What follows belongs to an exercise in optimizing a design on an open flow for small area, a short achievable clock period and few clock cycles per item; a production flow would make more cautious choices. The RTL was checked by simulation tests, not by an equivalence proof against the original design.

==> try-amber <==
// joint_trajectory_interpolator_unit
module joint_trajectory_interpolator_unit #(
  parameter int MAX_STEPS = jti_pkg::MaxStepsDefault
) (
  input  logic                         clk,
  input  logic                         rst,
  input  logic                         s_axis_tvalid,
  output logic                         s_axis_tready,
  input  logic [jti_pkg::InDataW-1:0]  s_axis_tdata,
  input  logic [jti_pkg::ModeW-1:0]    s_axis_tuser,
  output logic                         m_axis_tvalid,
  input  logic                         m_axis_tready,
  output logic [jti_pkg::OutDataW-1:0] m_axis_tdata,
  output logic [jti_pkg::StatW-1:0]    m_axis_tuser,
  output logic                         m_axis_tlast,
  input  logic                         cfg_we,
  input  logic [jti_pkg::CfgIdxW-1:0]  cfg_index,
  input  logic [jti_pkg::CfgW-1:0]     cfg_data
);
Settings: LEC_CHECK=0, CAP_MARGIN=20, CORE_MARGIN=2, CORE_UTILIZATION=40, SETUP_SLACK_MARGIN=5, SLEW_MARGIN=20; clock period 10.0 ns.
run.sh (not shown) runs the stock make flow with config.mk's settings and CLKGATE_MAP_FILE= SYNTH_SCRIPT=/design/flow/synth_recipe.tcl, a recipe that flattens the netlist after the stock synthesis.
==> try-indigo: changes against try-amber <==
--- a/flow/design.v
+++ b/flow/design.v
@@ -70,26 +70,25 @@
                            (bb[TW-1:0] & e[TW-1:0]), cin};
   endfunction
   function automatic logic [RW+1:0] dstep(input logic [TW-1:0] a, input logic [TW-1:0] bb,
                                           input logic [DW-1:0] d);
     logic [TW:0] t, u1, u2;
     t  = {1'b0, a} + {1'b0, bb};
-    u1 = add3({1'b0, a}, {1'b0, bb}, ~{2'b00, d}, 1'b1);
-    u2 = add3({1'b0, a}, {1'b0, bb}, ~{1'b0, d, 1'b0}, 1'b1);
+    u1 = t - {2'b00, d};
+    u2 = t - {1'b0, d, 1'b0};
     if (!u2[TW])      dstep = {2'd2, u2[RW-1:0]};
     else if (!u1[TW]) dstep = {2'd1, u1[RW-1:0]};
     else              dstep = {2'd0, t[RW-1:0]};
   endfunction
-  logic [16:0]   dp, dn;
+  logic [16:0]   dp;
   logic [15:0]   mshift;
   logic [RW+1:0] s1, s2, s3;
   logic [15:0]   q1a, q1p, q1q, q2i, q3i;
   always_comb begin
     dp  = {tgt[15], tgt} - {spos[15], spos};
-    dn  = {spos[15], spos} - {tgt[15], tgt};
-    mag = dp[16] ? dn[15:0] : dp[15:0];
+    mag = jti_addc(dp[15:0] ^ {16{dp[16]}}, 16'd0, dp[16]);
     mshift = mag << lz;
     s1  = dstep({1'b0, w1, 1'b0}, b ? TW'(c1) : '0, dv);
     s2  = dstep({1'b0, w2, 1'b0}, b2 ? TW'(c2) : '0, dv);
     s3  = dstep({1'b0, w3, 1'b0}, (b && c3en) ? TW'(12) : '0, dv);
     q1a = {q1[14:0], 1'b0} + (b ? {7'd0, ca} : 16'd0);
     q1p = jti_addc(q1a, 16'd0, 1'b1);
@@ -123,13 +122,12 @@
     end
   end
 endmodule
 module jti_emit (
   input  logic                   clk,
   input  logic                   rst,
-  input  logic                   bl,      
   input  logic                   ho,      
   input  logic                   lin_in,  
   input  logic                   ec,      
   input  logic                   neg_in,
   input  logic [jti_pkg::RW-1:0] r1_in, r2_in, r3_in,
   input  logic [15:0]            q1_in,
@@ -146,69 +144,52 @@
     logic [15:0] x, pall;
     x = a ^ b;
     pall[0] = 1'b1;
     for (int i = 1; i < 16; i++) pall[i] = pall[i-1] & x[i-1];
     jti_addc = (a + b) ^ (pall & {16{cin}});
   endfunction
-  logic          bneg;
-  logic [RW-1:0] br1, br2, br3;
-  logic [15:0]   bq1;
-  logic [14:0]   bq2, bq3;
   logic          neg;
   logic [RW-1:0] r0, r1, r2, r3;
   logic [15:0]   q1;
   logic [14:0]   q2, q3;
   function automatic logic [RW:0] estep(input logic [RW-1:0] a, input logic [RW-1:0] bb,
                                         input logic [DW-1:0] d);
     logic [RW+1:0] t, u;
     t = {2'b00, a} + {2'b00, bb};
-    u = ({2'b00, a} ^ {2'b00, bb} ^ ~{1'b0, d}) +
-        {({1'b0, a} & {1'b0, bb}) | ({1'b0, a} & ~d) | ({1'b0, bb} & ~d), 1'b1};
+    u = t - {1'b0, d};
     estep = u[RW+1] ? {1'b0, t[RW-1:0]} : {1'b1, u[RW-1:0]};
   endfunction
   logic [RW:0]   e0, e1;
   logic [RW+1:0] t2, u2;
   logic [15:0]   pa, qb, qc;
   always_comb begin
     e0 = estep(r0, r1, dv);
     e1 = estep(r1, r2, dv);
     t2 = {2'b00, r2} + ~{2'b00, r3} + (RW+2)'(1);
-    u2 = ({2'b00, r2} ^ ~{2'b00, r3} ^ {1'b0, dv}) +
-         {({1'b0, r2} & ~{1'b0, r3}) | ({1'b0, r2} & dv) | (~{1'b0, r3} & dv), 1'b1};
+    u2 = t2 + {1'b0, dv};
     pa = jti_addc(pos, q1 ^ {16{neg}}, e0[RW] ^ neg);
     qb = jti_addc(q1, {q2[14], q2}, e1[RW]);
     qc = jti_addc({1'b0, q2}, {1'b1, ~q3}, !t2[RW+1]);
   end
   always_ff @(posedge clk) begin
     if (rst) begin
       pos <= '0;
     end else if (es) begin
       pos <= pa;
     end
   end
   always_ff @(posedge clk) begin
-    if (bl) begin
-      bneg <= neg_in;
-      br1  <= r1_in;
-      br2  <= r2_in;
-      br3  <= r3_in;
-      bq1  <= q1_in;
-      bq2  <= q2_in;
-      bq3  <= q3_in;
-    end
-  end
-  always_ff @(posedge clk) begin
     if (ho) begin
-      neg <= bneg;
+      neg <= neg_in;
       r0  <= RW'(dv_in >> 1);
-      r1  <= br1;
-      r2  <= br2;
-      r3  <= lin_in ? br2 : br3;
-      q1  <= bq1;
-      q2  <= bq2;
-      q3  <= lin_in ? bq2 : bq3;
+      r1  <= r1_in;
+      r2  <= r2_in;
+      r3  <= lin_in ? r2_in : r3_in;
+      q1  <= q1_in;
+      q2  <= q2_in;
+      q3  <= lin_in ? q2_in : q3_in;
     end else if (es || ec) begin
       if (es) begin
         r0 <= e0[RW-1:0];
       end
       if (ec) begin
         r3 <= '0;
@@ -392,18 +373,12 @@
   logic [jti_pkg::DurW-1:0]    se_n;
   logic [DW-1:0]               se_dv;
   logic [7:0]                  se_c1;
   logic [8:0]                  se_c2;
   logic [8:0]                  se_ca;
   logic                        se_cubic;
-  logic                        bf_full;
-  logic [1:0]                  bf_stat;
-  logic [jti_pkg::DurW-1:0]    bf_n;
-  logic [DW-1:0]               bf_dv;
-  logic                        bf_cubic;
-  logic                        bl;
   logic                        ee_run;
   logic                        ee_comb;  
   logic [jti_pkg::DurW-1:0]    ee_kc;    
   logic [DW-1:0]               ee_dv;
   logic                        out_valid;
   logic                        out_last;
@@ -438,16 +413,15 @@
   assign mag_or = mag[0] | mag[1] | mag[2];
   assign lz     = !in_cubic ? 2'd0 : mag_or[15] ? 2'd0 : mag_or[14] ? 2'd1 :
                   mag_or[13] ? 2'd2 : 2'd3;
   assign out_free = !out_valid || m_axis_tready;
   assign es       = ee_run && !ee_comb && out_free;
   assign ee_last  = (ee_kc == jti_pkg::DurW'(1));
-  assign ho_ok    = bf_full && (bf_stat == jti_pkg::ST_OK) && (!ee_run || (es && ee_last));
-  assign ho_err   = bf_full && (bf_stat != jti_pkg::ST_OK) && !ee_run && out_free;
-  assign bl       = se_done && !bf_full;
-  assign se_free  = !se_div && (!se_done || bl);
+  assign ho_ok    = se_done && (se_stat == jti_pkg::ST_OK) && (!ee_run || (es && ee_last));
+  assign ho_err   = se_done && (se_stat != jti_pkg::ST_OK) && !ee_run && out_free;
+  assign se_free  = !se_div && (!se_done || ho_ok || ho_err);
   assign take     = ir_full && se_free;
   assign ld       = take && (chk == jti_pkg::ST_OK);
   always_ff @(posedge clk) begin
     if (rst) begin
       rot_lo  <= jti_pkg::RotLoReset;
       rot_hi  <= jti_pkg::RotHiReset;
@@ -497,13 +471,13 @@
       se_div  <= 1'b0;
       se_done <= 1'b0;
     end else begin
       if (take) begin
         se_div  <= ld;
         se_done <= !ld;
-      end else if (bl) begin
+      end else if (ho_ok || ho_err) begin
         se_done <= 1'b0;
       end
       if (se_div && (se_kc == 4'd15)) begin
         se_div  <= 1'b0;
         se_done <= 1'b1;
       end
@@ -524,44 +498,27 @@
     end else if (se_div) begin
       se_kc    <= se_kc + 1'b1;
     end
   end
   always_ff @(posedge clk) begin
     if (rst) begin
-      bf_full <= 1'b0;
-    end else if (bl) begin
-      bf_full <= 1'b1;
-    end else if (ho_ok || ho_err) begin
-      bf_full <= 1'b0;
-    end
-  end
-  always_ff @(posedge clk) begin
-    if (bl) begin
-      bf_stat  <= se_stat;
-      bf_n     <= se_n;
-      bf_dv    <= se_dv;
-      bf_cubic <= se_cubic;
-    end
-  end
-  always_ff @(posedge clk) begin
-    if (rst) begin
       ee_run  <= 1'b0;
       ee_comb <= 1'b0;
     end else begin
       if (ho_ok) begin
         ee_run <= 1'b1;
       end else if (es && ee_last) begin
         ee_run <= 1'b0;
       end
-      ee_comb <= ho_ok && !bf_cubic;
+      ee_comb <= ho_ok && !se_cubic;
     end
   end
   always_ff @(posedge clk) begin
     if (ho_ok) begin
-      ee_kc <= bf_n;
-      ee_dv <= bf_dv;
+      ee_kc <= se_n;
+      ee_dv <= se_dv;
     end else if (es) begin
       ee_kc <= ee_kc - 1'b1;
     end
   end
   always_ff @(posedge clk) begin
     if (rst) begin
@@ -571,13 +528,13 @@
     end else if (m_axis_tready) begin
       out_valid <= 1'b0;
     end
   end
   always_ff @(posedge clk) begin
     if (ho_err) begin
-      out_stat <= bf_stat;
+      out_stat <= se_stat;
       out_last <= 1'b1;
     end else if (es) begin
       out_stat <= jti_pkg::ST_OK;
       out_last <= ee_last;
     end
   end
@@ -605,24 +562,23 @@
       .q2    (q2_s[j]),
       .q3    (q3_s[j])
     );
     jti_emit u_emit (
       .clk    (clk),
       .rst    (rst),
-      .bl     (bl),
       .ho     (ho_ok),
-      .lin_in (!bf_cubic),
+      .lin_in (!se_cubic),
       .ec     (ee_comb),
       .neg_in (neg_s[j]),
       .r1_in  (r1_s[j]),
       .r2_in  (r2_s[j]),
       .r3_in  (r3_s[j]),
       .q1_in  (q1_s[j]),
       .q2_in  (q2_s[j]),
       .q3_in  (q3_s[j]),
-      .dv_in  (bf_dv),
+      .dv_in  (se_dv),
       .es     (es),
       .dv     (ee_dv),
       .pos    (pos[j])
     );
   end
   assign m_axis_tvalid = out_valid;
--- a/flow/config.mk
+++ b/flow/config.mk
@@ -4,9 +4,10 @@
 export VERILOG_FILES = /design/flow/design.v
 export SDC_FILE = /design/flow/constraint.sdc
 export NUM_CORES = 4
 export LEC_CHECK = 0
 export CAP_MARGIN = 20
 export CORE_MARGIN = 2
-export CORE_UTILIZATION = 40
+export CORE_UTILIZATION = 55
 export SETUP_SLACK_MARGIN = 5
 export SLEW_MARGIN = 20
+export TNS_END_PERCENT = 100
==> try-juniper: changes against try-amber <==
--- a/flow/design.v
+++ b/flow/design.v
@@ -123,13 +123,12 @@
     end
   end
 endmodule
 module jti_emit (
   input  logic                   clk,
   input  logic                   rst,
-  input  logic                   bl,      
   input  logic                   ho,      
   input  logic                   lin_in,  
   input  logic                   ec,      
   input  logic                   neg_in,
   input  logic [jti_pkg::RW-1:0] r1_in, r2_in, r3_in,
   input  logic [15:0]            q1_in,
@@ -146,16 +145,12 @@
     logic [15:0] x, pall;
     x = a ^ b;
     pall[0] = 1'b1;
     for (int i = 1; i < 16; i++) pall[i] = pall[i-1] & x[i-1];
     jti_addc = (a + b) ^ (pall & {16{cin}});
   endfunction
-  logic          bneg;
-  logic [RW-1:0] br1, br2, br3;
-  logic [15:0]   bq1;
-  logic [14:0]   bq2, bq3;
   logic          neg;
   logic [RW-1:0] r0, r1, r2, r3;
   logic [15:0]   q1;
   logic [14:0]   q2, q3;
   function automatic logic [RW:0] estep(input logic [RW-1:0] a, input logic [RW-1:0] bb,
                                         input logic [DW-1:0] d);
@@ -183,32 +178,21 @@
       pos <= '0;
     end else if (es) begin
       pos <= pa;
     end
   end
   always_ff @(posedge clk) begin
-    if (bl) begin
-      bneg <= neg_in;
-      br1  <= r1_in;
-      br2  <= r2_in;
-      br3  <= r3_in;
-      bq1  <= q1_in;
-      bq2  <= q2_in;
-      bq3  <= q3_in;
-    end
-  end
-  always_ff @(posedge clk) begin
     if (ho) begin
-      neg <= bneg;
+      neg <= neg_in;
       r0  <= RW'(dv_in >> 1);
-      r1  <= br1;
-      r2  <= br2;
-      r3  <= lin_in ? br2 : br3;
-      q1  <= bq1;
-      q2  <= bq2;
-      q3  <= lin_in ? bq2 : bq3;
+      r1  <= r1_in;
+      r2  <= r2_in;
+      r3  <= lin_in ? r2_in : r3_in;
+      q1  <= q1_in;
+      q2  <= q2_in;
+      q3  <= lin_in ? q2_in : q3_in;
     end else if (es || ec) begin
       if (es) begin
         r0 <= e0[RW-1:0];
       end
       if (ec) begin
         r3 <= '0;
@@ -392,18 +376,12 @@
   logic [jti_pkg::DurW-1:0]    se_n;
   logic [DW-1:0]               se_dv;
   logic [7:0]                  se_c1;
   logic [8:0]                  se_c2;
   logic [8:0]                  se_ca;
   logic                        se_cubic;
-  logic                        bf_full;
-  logic [1:0]                  bf_stat;
-  logic [jti_pkg::DurW-1:0]    bf_n;
-  logic [DW-1:0]               bf_dv;
-  logic                        bf_cubic;
-  logic                        bl;
   logic                        ee_run;
   logic                        ee_comb;  
   logic [jti_pkg::DurW-1:0]    ee_kc;    
   logic [DW-1:0]               ee_dv;
   logic                        out_valid;
   logic                        out_last;
@@ -438,16 +416,15 @@
   assign mag_or = mag[0] | mag[1] | mag[2];
   assign lz     = !in_cubic ? 2'd0 : mag_or[15] ? 2'd0 : mag_or[14] ? 2'd1 :
                   mag_or[13] ? 2'd2 : 2'd3;
   assign out_free = !out_valid || m_axis_tready;
   assign es       = ee_run && !ee_comb && out_free;
   assign ee_last  = (ee_kc == jti_pkg::DurW'(1));
-  assign ho_ok    = bf_full && (bf_stat == jti_pkg::ST_OK) && (!ee_run || (es && ee_last));
-  assign ho_err   = bf_full && (bf_stat != jti_pkg::ST_OK) && !ee_run && out_free;
-  assign bl       = se_done && !bf_full;
-  assign se_free  = !se_div && (!se_done || bl);
+  assign ho_ok    = se_done && (se_stat == jti_pkg::ST_OK) && (!ee_run || (es && ee_last));
+  assign ho_err   = se_done && (se_stat != jti_pkg::ST_OK) && !ee_run && out_free;
+  assign se_free  = !se_div && (!se_done || ho_ok || ho_err);
   assign take     = ir_full && se_free;
   assign ld       = take && (chk == jti_pkg::ST_OK);
   always_ff @(posedge clk) begin
     if (rst) begin
       rot_lo  <= jti_pkg::RotLoReset;
       rot_hi  <= jti_pkg::RotHiReset;
@@ -497,13 +474,13 @@
       se_div  <= 1'b0;
       se_done <= 1'b0;
     end else begin
       if (take) begin
         se_div  <= ld;
         se_done <= !ld;
-      end else if (bl) begin
+      end else if (ho_ok || ho_err) begin
         se_done <= 1'b0;
       end
       if (se_div && (se_kc == 4'd15)) begin
         se_div  <= 1'b0;
         se_done <= 1'b1;
       end
@@ -524,44 +501,27 @@
     end else if (se_div) begin
       se_kc    <= se_kc + 1'b1;
     end
   end
   always_ff @(posedge clk) begin
     if (rst) begin
-      bf_full <= 1'b0;
-    end else if (bl) begin
-      bf_full <= 1'b1;
-    end else if (ho_ok || ho_err) begin
-      bf_full <= 1'b0;
-    end
-  end
-  always_ff @(posedge clk) begin
-    if (bl) begin
-      bf_stat  <= se_stat;
-      bf_n     <= se_n;
-      bf_dv    <= se_dv;
-      bf_cubic <= se_cubic;
-    end
-  end
-  always_ff @(posedge clk) begin
-    if (rst) begin
       ee_run  <= 1'b0;
       ee_comb <= 1'b0;
     end else begin
       if (ho_ok) begin
         ee_run <= 1'b1;
       end else if (es && ee_last) begin
         ee_run <= 1'b0;
       end
-      ee_comb <= ho_ok && !bf_cubic;
+      ee_comb <= ho_ok && !se_cubic;
     end
   end
   always_ff @(posedge clk) begin
     if (ho_ok) begin
-      ee_kc <= bf_n;
-      ee_dv <= bf_dv;
+      ee_kc <= se_n;
+      ee_dv <= se_dv;
     end else if (es) begin
       ee_kc <= ee_kc - 1'b1;
     end
   end
   always_ff @(posedge clk) begin
     if (rst) begin
@@ -571,13 +531,13 @@
     end else if (m_axis_tready) begin
       out_valid <= 1'b0;
     end
   end
   always_ff @(posedge clk) begin
     if (ho_err) begin
-      out_stat <= bf_stat;
+      out_stat <= se_stat;
       out_last <= 1'b1;
     end else if (es) begin
       out_stat <= jti_pkg::ST_OK;
       out_last <= ee_last;
     end
   end
@@ -605,24 +565,23 @@
       .q2    (q2_s[j]),
       .q3    (q3_s[j])
     );
     jti_emit u_emit (
       .clk    (clk),
       .rst    (rst),
-      .bl     (bl),
       .ho     (ho_ok),
-      .lin_in (!bf_cubic),
+      .lin_in (!se_cubic),
       .ec     (ee_comb),
       .neg_in (neg_s[j]),
       .r1_in  (r1_s[j]),
       .r2_in  (r2_s[j]),
       .r3_in  (r3_s[j]),
       .q1_in  (q1_s[j]),
       .q2_in  (q2_s[j]),
       .q3_in  (q3_s[j]),
-      .dv_in  (bf_dv),
+      .dv_in  (se_dv),
       .es     (es),
       .dv     (ee_dv),
       .pos    (pos[j])
     );
   end
   assign m_axis_tvalid = out_valid;
--- a/flow/config.mk
+++ b/flow/config.mk
@@ -4,9 +4,10 @@
 export VERILOG_FILES = /design/flow/design.v
 export SDC_FILE = /design/flow/constraint.sdc
 export NUM_CORES = 4
 export LEC_CHECK = 0
 export CAP_MARGIN = 20
 export CORE_MARGIN = 2
-export CORE_UTILIZATION = 40
+export CORE_UTILIZATION = 55
 export SETUP_SLACK_MARGIN = 5
 export SLEW_MARGIN = 20
+export TNS_END_PERCENT = 100
==> try-quartz: changes against try-amber <==
--- a/flow/design.v
+++ b/flow/design.v
@@ -76,20 +76,19 @@
     u1 = add3({1'b0, a}, {1'b0, bb}, ~{2'b00, d}, 1'b1);
     u2 = add3({1'b0, a}, {1'b0, bb}, ~{1'b0, d, 1'b0}, 1'b1);
     if (!u2[TW])      dstep = {2'd2, u2[RW-1:0]};
     else if (!u1[TW]) dstep = {2'd1, u1[RW-1:0]};
     else              dstep = {2'd0, t[RW-1:0]};
   endfunction
-  logic [16:0]   dp, dn;
+  logic [16:0]   dp;
   logic [15:0]   mshift;
   logic [RW+1:0] s1, s2, s3;
   logic [15:0]   q1a, q1p, q1q, q2i, q3i;
   always_comb begin
     dp  = {tgt[15], tgt} - {spos[15], spos};
-    dn  = {spos[15], spos} - {tgt[15], tgt};
-    mag = dp[16] ? dn[15:0] : dp[15:0];
+    mag = jti_addc(dp[15:0] ^ {16{dp[16]}}, 16'd0, dp[16]);
     mshift = mag << lz;
     s1  = dstep({1'b0, w1, 1'b0}, b ? TW'(c1) : '0, dv);
     s2  = dstep({1'b0, w2, 1'b0}, b2 ? TW'(c2) : '0, dv);
     s3  = dstep({1'b0, w3, 1'b0}, (b && c3en) ? TW'(12) : '0, dv);
     q1a = {q1[14:0], 1'b0} + (b ? {7'd0, ca} : 16'd0);
     q1p = jti_addc(q1a, 16'd0, 1'b1);
@@ -123,13 +122,12 @@
     end
   end
 endmodule
 module jti_emit (
   input  logic                   clk,
   input  logic                   rst,
-  input  logic                   bl,      
   input  logic                   ho,      
   input  logic                   lin_in,  
   input  logic                   ec,      
   input  logic                   neg_in,
   input  logic [jti_pkg::RW-1:0] r1_in, r2_in, r3_in,
   input  logic [15:0]            q1_in,
@@ -146,16 +144,12 @@
     logic [15:0] x, pall;
     x = a ^ b;
     pall[0] = 1'b1;
     for (int i = 1; i < 16; i++) pall[i] = pall[i-1] & x[i-1];
     jti_addc = (a + b) ^ (pall & {16{cin}});
   endfunction
-  logic          bneg;
-  logic [RW-1:0] br1, br2, br3;
-  logic [15:0]   bq1;
-  logic [14:0]   bq2, bq3;
   logic          neg;
   logic [RW-1:0] r0, r1, r2, r3;
   logic [15:0]   q1;
   logic [14:0]   q2, q3;
   function automatic logic [RW:0] estep(input logic [RW-1:0] a, input logic [RW-1:0] bb,
                                         input logic [DW-1:0] d);
@@ -183,32 +177,21 @@
       pos <= '0;
     end else if (es) begin
       pos <= pa;
     end
   end
   always_ff @(posedge clk) begin
-    if (bl) begin
-      bneg <= neg_in;
-      br1  <= r1_in;
-      br2  <= r2_in;
-      br3  <= r3_in;
-      bq1  <= q1_in;
-      bq2  <= q2_in;
-      bq3  <= q3_in;
-    end
-  end
-  always_ff @(posedge clk) begin
     if (ho) begin
-      neg <= bneg;
+      neg <= neg_in;
       r0  <= RW'(dv_in >> 1);
-      r1  <= br1;
-      r2  <= br2;
-      r3  <= lin_in ? br2 : br3;
-      q1  <= bq1;
-      q2  <= bq2;
-      q3  <= lin_in ? bq2 : bq3;
+      r1  <= r1_in;
+      r2  <= r2_in;
+      r3  <= lin_in ? r2_in : r3_in;
+      q1  <= q1_in;
+      q2  <= q2_in;
+      q3  <= lin_in ? q2_in : q3_in;
     end else if (es || ec) begin
       if (es) begin
         r0 <= e0[RW-1:0];
       end
       if (ec) begin
         r3 <= '0;
@@ -392,18 +375,12 @@
   logic [jti_pkg::DurW-1:0]    se_n;
   logic [DW-1:0]               se_dv;
   logic [7:0]                  se_c1;
   logic [8:0]                  se_c2;
   logic [8:0]                  se_ca;
   logic                        se_cubic;
-  logic                        bf_full;
-  logic [1:0]                  bf_stat;
-  logic [jti_pkg::DurW-1:0]    bf_n;
-  logic [DW-1:0]               bf_dv;
-  logic                        bf_cubic;
-  logic                        bl;
   logic                        ee_run;
   logic                        ee_comb;  
   logic [jti_pkg::DurW-1:0]    ee_kc;    
   logic [DW-1:0]               ee_dv;
   logic                        out_valid;
   logic                        out_last;
@@ -438,16 +415,15 @@
   assign mag_or = mag[0] | mag[1] | mag[2];
   assign lz     = !in_cubic ? 2'd0 : mag_or[15] ? 2'd0 : mag_or[14] ? 2'd1 :
                   mag_or[13] ? 2'd2 : 2'd3;
   assign out_free = !out_valid || m_axis_tready;
   assign es       = ee_run && !ee_comb && out_free;
   assign ee_last  = (ee_kc == jti_pkg::DurW'(1));
-  assign ho_ok    = bf_full && (bf_stat == jti_pkg::ST_OK) && (!ee_run || (es && ee_last));
-  assign ho_err   = bf_full && (bf_stat != jti_pkg::ST_OK) && !ee_run && out_free;
-  assign bl       = se_done && !bf_full;
-  assign se_free  = !se_div && (!se_done || bl);
+  assign ho_ok    = se_done && (se_stat == jti_pkg::ST_OK) && (!ee_run || (es && ee_last));
+  assign ho_err   = se_done && (se_stat != jti_pkg::ST_OK) && !ee_run && out_free;
+  assign se_free  = !se_div && (!se_done || ho_ok || ho_err);
   assign take     = ir_full && se_free;
   assign ld       = take && (chk == jti_pkg::ST_OK);
   always_ff @(posedge clk) begin
     if (rst) begin
       rot_lo  <= jti_pkg::RotLoReset;
       rot_hi  <= jti_pkg::RotHiReset;
@@ -497,13 +473,13 @@
       se_div  <= 1'b0;
       se_done <= 1'b0;
     end else begin
       if (take) begin
         se_div  <= ld;
         se_done <= !ld;
-      end else if (bl) begin
+      end else if (ho_ok || ho_err) begin
         se_done <= 1'b0;
       end
       if (se_div && (se_kc == 4'd15)) begin
         se_div  <= 1'b0;
         se_done <= 1'b1;
       end
@@ -524,44 +500,27 @@
     end else if (se_div) begin
       se_kc    <= se_kc + 1'b1;
     end
   end
   always_ff @(posedge clk) begin
     if (rst) begin
-      bf_full <= 1'b0;
-    end else if (bl) begin
-      bf_full <= 1'b1;
-    end else if (ho_ok || ho_err) begin
-      bf_full <= 1'b0;
-    end
-  end
-  always_ff @(posedge clk) begin
-    if (bl) begin
-      bf_stat  <= se_stat;
-      bf_n     <= se_n;
-      bf_dv    <= se_dv;
-      bf_cubic <= se_cubic;
-    end
-  end
-  always_ff @(posedge clk) begin
-    if (rst) begin
       ee_run  <= 1'b0;
       ee_comb <= 1'b0;
     end else begin
       if (ho_ok) begin
         ee_run <= 1'b1;
       end else if (es && ee_last) begin
         ee_run <= 1'b0;
       end
-      ee_comb <= ho_ok && !bf_cubic;
+      ee_comb <= ho_ok && !se_cubic;
     end
   end
   always_ff @(posedge clk) begin
     if (ho_ok) begin
-      ee_kc <= bf_n;
-      ee_dv <= bf_dv;
+      ee_kc <= se_n;
+      ee_dv <= se_dv;
     end else if (es) begin
       ee_kc <= ee_kc - 1'b1;
     end
   end
   always_ff @(posedge clk) begin
     if (rst) begin
@@ -571,13 +530,13 @@
     end else if (m_axis_tready) begin
       out_valid <= 1'b0;
     end
   end
   always_ff @(posedge clk) begin
     if (ho_err) begin
-      out_stat <= bf_stat;
+      out_stat <= se_stat;
       out_last <= 1'b1;
     end else if (es) begin
       out_stat <= jti_pkg::ST_OK;
       out_last <= ee_last;
     end
   end
@@ -605,24 +564,23 @@
       .q2    (q2_s[j]),
       .q3    (q3_s[j])
     );
     jti_emit u_emit (
       .clk    (clk),
       .rst    (rst),
-      .bl     (bl),
       .ho     (ho_ok),
-      .lin_in (!bf_cubic),
+      .lin_in (!se_cubic),
       .ec     (ee_comb),
       .neg_in (neg_s[j]),
       .r1_in  (r1_s[j]),
       .r2_in  (r2_s[j]),
       .r3_in  (r3_s[j]),
       .q1_in  (q1_s[j]),
       .q2_in  (q2_s[j]),
       .q3_in  (q3_s[j]),
-      .dv_in  (bf_dv),
+      .dv_in  (se_dv),
       .es     (es),
       .dv     (ee_dv),
       .pos    (pos[j])
     );
   end
   assign m_axis_tvalid = out_valid;
--- a/flow/config.mk
+++ b/flow/config.mk
@@ -4,9 +4,10 @@
 export VERILOG_FILES = /design/flow/design.v
 export SDC_FILE = /design/flow/constraint.sdc
 export NUM_CORES = 4
 export LEC_CHECK = 0
 export CAP_MARGIN = 20
 export CORE_MARGIN = 2
-export CORE_UTILIZATION = 40
+export CORE_UTILIZATION = 55
 export SETUP_SLACK_MARGIN = 5
 export SLEW_MARGIN = 20
+export TNS_END_PERCENT = 100
==> impl_metrics.ini <==
[pwr]
seq_power_mw = 5.19
clock_power_mw = 5.19
power_frac_clock = 0.367

[clocking]
cts-resized-gates = 77
worstSkewPairLatency_ns = 0.82

[final_layout]
layout-drive-gt1-share = 0.04917
finalNetCount = 14460

[sta]
skew_ns = 0.03337

[global_route]
grt_pass1_vias = 89170

[setup_path]
cpMostUsedCell = nor2_1

[yosys]
synth_common_cells = ha_1, inv_1, nand2_1
yosysMostFrequentCell = ha_1

[floorplanning]
die-area_mm2 = 0.1974

[run_status]
status = complete, no violations

[routing]
met3_length_um = 32020
-- figures above: try-juniper

==> impl_metrics.ini <==
[floorplanning]
die-area_mm2 = 0.1747

[setup_path]
cpMostUsedCell = buf_4

[final_layout]
layout-drive-gt1-share = 0.1573

[pwr]
clock_power_mw = 5.11
power_frac_clock = 0.407

[clocking]
cts-resized-gates = 634

[global_route]
grt_pass1_vias = 83150

[yosys]
synth_common_cells = ha_1, a21oi_1, nand2_1
ys_seq_area_frac = 0.2833

[routing]
met3_length_um = 26790

[run_status]
status = complete, no violations
-- figures above: try-indigo

==> impl_metrics.ini <==
[pwr]
clock_power_mw = 6.59
seq_power_mw = 6.67
power_frac_clock = 0.388

[yosys]
synth_common_cells = ha_1, inv_1, nor2_1

[final_layout]
finalNetCount = 14970
layout-drive-gt1-share = 0.05557

[run_status]
status = complete, no violations

[sta]
skew_ns = 0.09139

[routing]
met3_length_um = 23120

[floorplanning]
die-area_mm2 = 0.2975
-- figures above: try-amber

==> impl_metrics.ini <==
[final_layout]
layout-drive-gt1-share = 0.07814
finalNetCount = 14630
finalNonFillerCells = 15490

[setup_path]
cpMostUsedCell = buf_12

[pwr]
power_frac_clock = 0.402
clock_power_mw = 5.27

[run_status]
status = complete, no violations

[floorplanning]
io_pins = 134

[sta]
rsz0062_at_grt = yes
skew_ns = 0.03456

[clocking]
worstSkewPairLatency_ns = 0.85
cts-resized-gates = 317

[yosys]
yosysMostFrequentCell = inv_1

[routing]
m1WireLength_um = 149300
met3_length_um = 29950

[global_route]
grt_pass1_wl_um = 530400
grt_pass1_vias = 90980
-- figures above: try-quartz

Testbench counts of try-amber, summed over its fixed seeds: cycles 8,204, items 6,355.
Testbench counts of try-indigo, summed over its fixed seeds: cycles 9,007, items 6,355.
Testbench counts of try-juniper, summed over its fixed seeds: cycles 9,007, items 6,355.
Testbench counts of try-quartz, summed over its fixed seeds: cycles 9,007, items 6,355.

[re-timing with driven ports]
The results above use ideal ports. As a check the final layouts listed here were re-extracted and re-timed, cells and wires unchanged. Step 1 (the two cells are an assumption about what drives the block):
set clk [get_ports {clk}]
set_driving_cell -lib_cell sky130_fd_sc_hd__clkbuf_16 $clk
set_driving_cell -lib_cell sky130_fd_sc_hd__buf_2 [delete_from_list [all_inputs] $clk]
Step 2 times the ports against the registers' clock, not the clock port: input delays grow and output delays shrink by t, the midpoint of the rising clock arrivals with the driver on. a / b / c = ideal / step 1 / step 2; a / b = the first two.
| run | t (ns) | setup WS [ns] | hold WS [ns] | worst data-port slew with drivers (ns) |
|---|---|---|---|---|
| try-amber | 0.930 | 5.163 / 5.163 / 4.300 | 0.409 / 0.409 / 0.409 | 0.14 |
| try-indigo | 0.877 | 4.516 / 4.516 / 4.253 | 0.451 / 0.451 / 0.451 | 0.08 |
| try-juniper | 0.896 | 5.056 / 5.076 / 4.223 | 0.430 / 0.430 / 0.430 | 0.05 |
| try-quartz | 0.914 | 4.537 / 4.537 / 4.215 | 0.453 / 0.453 / 0.453 | 0.04 |
After both steps setup and hold are still met in every run listed. For try-amber, which loses most, drivers alone change the setup slack by 0.000 ns; drivers and shift together by -0.863 ns.
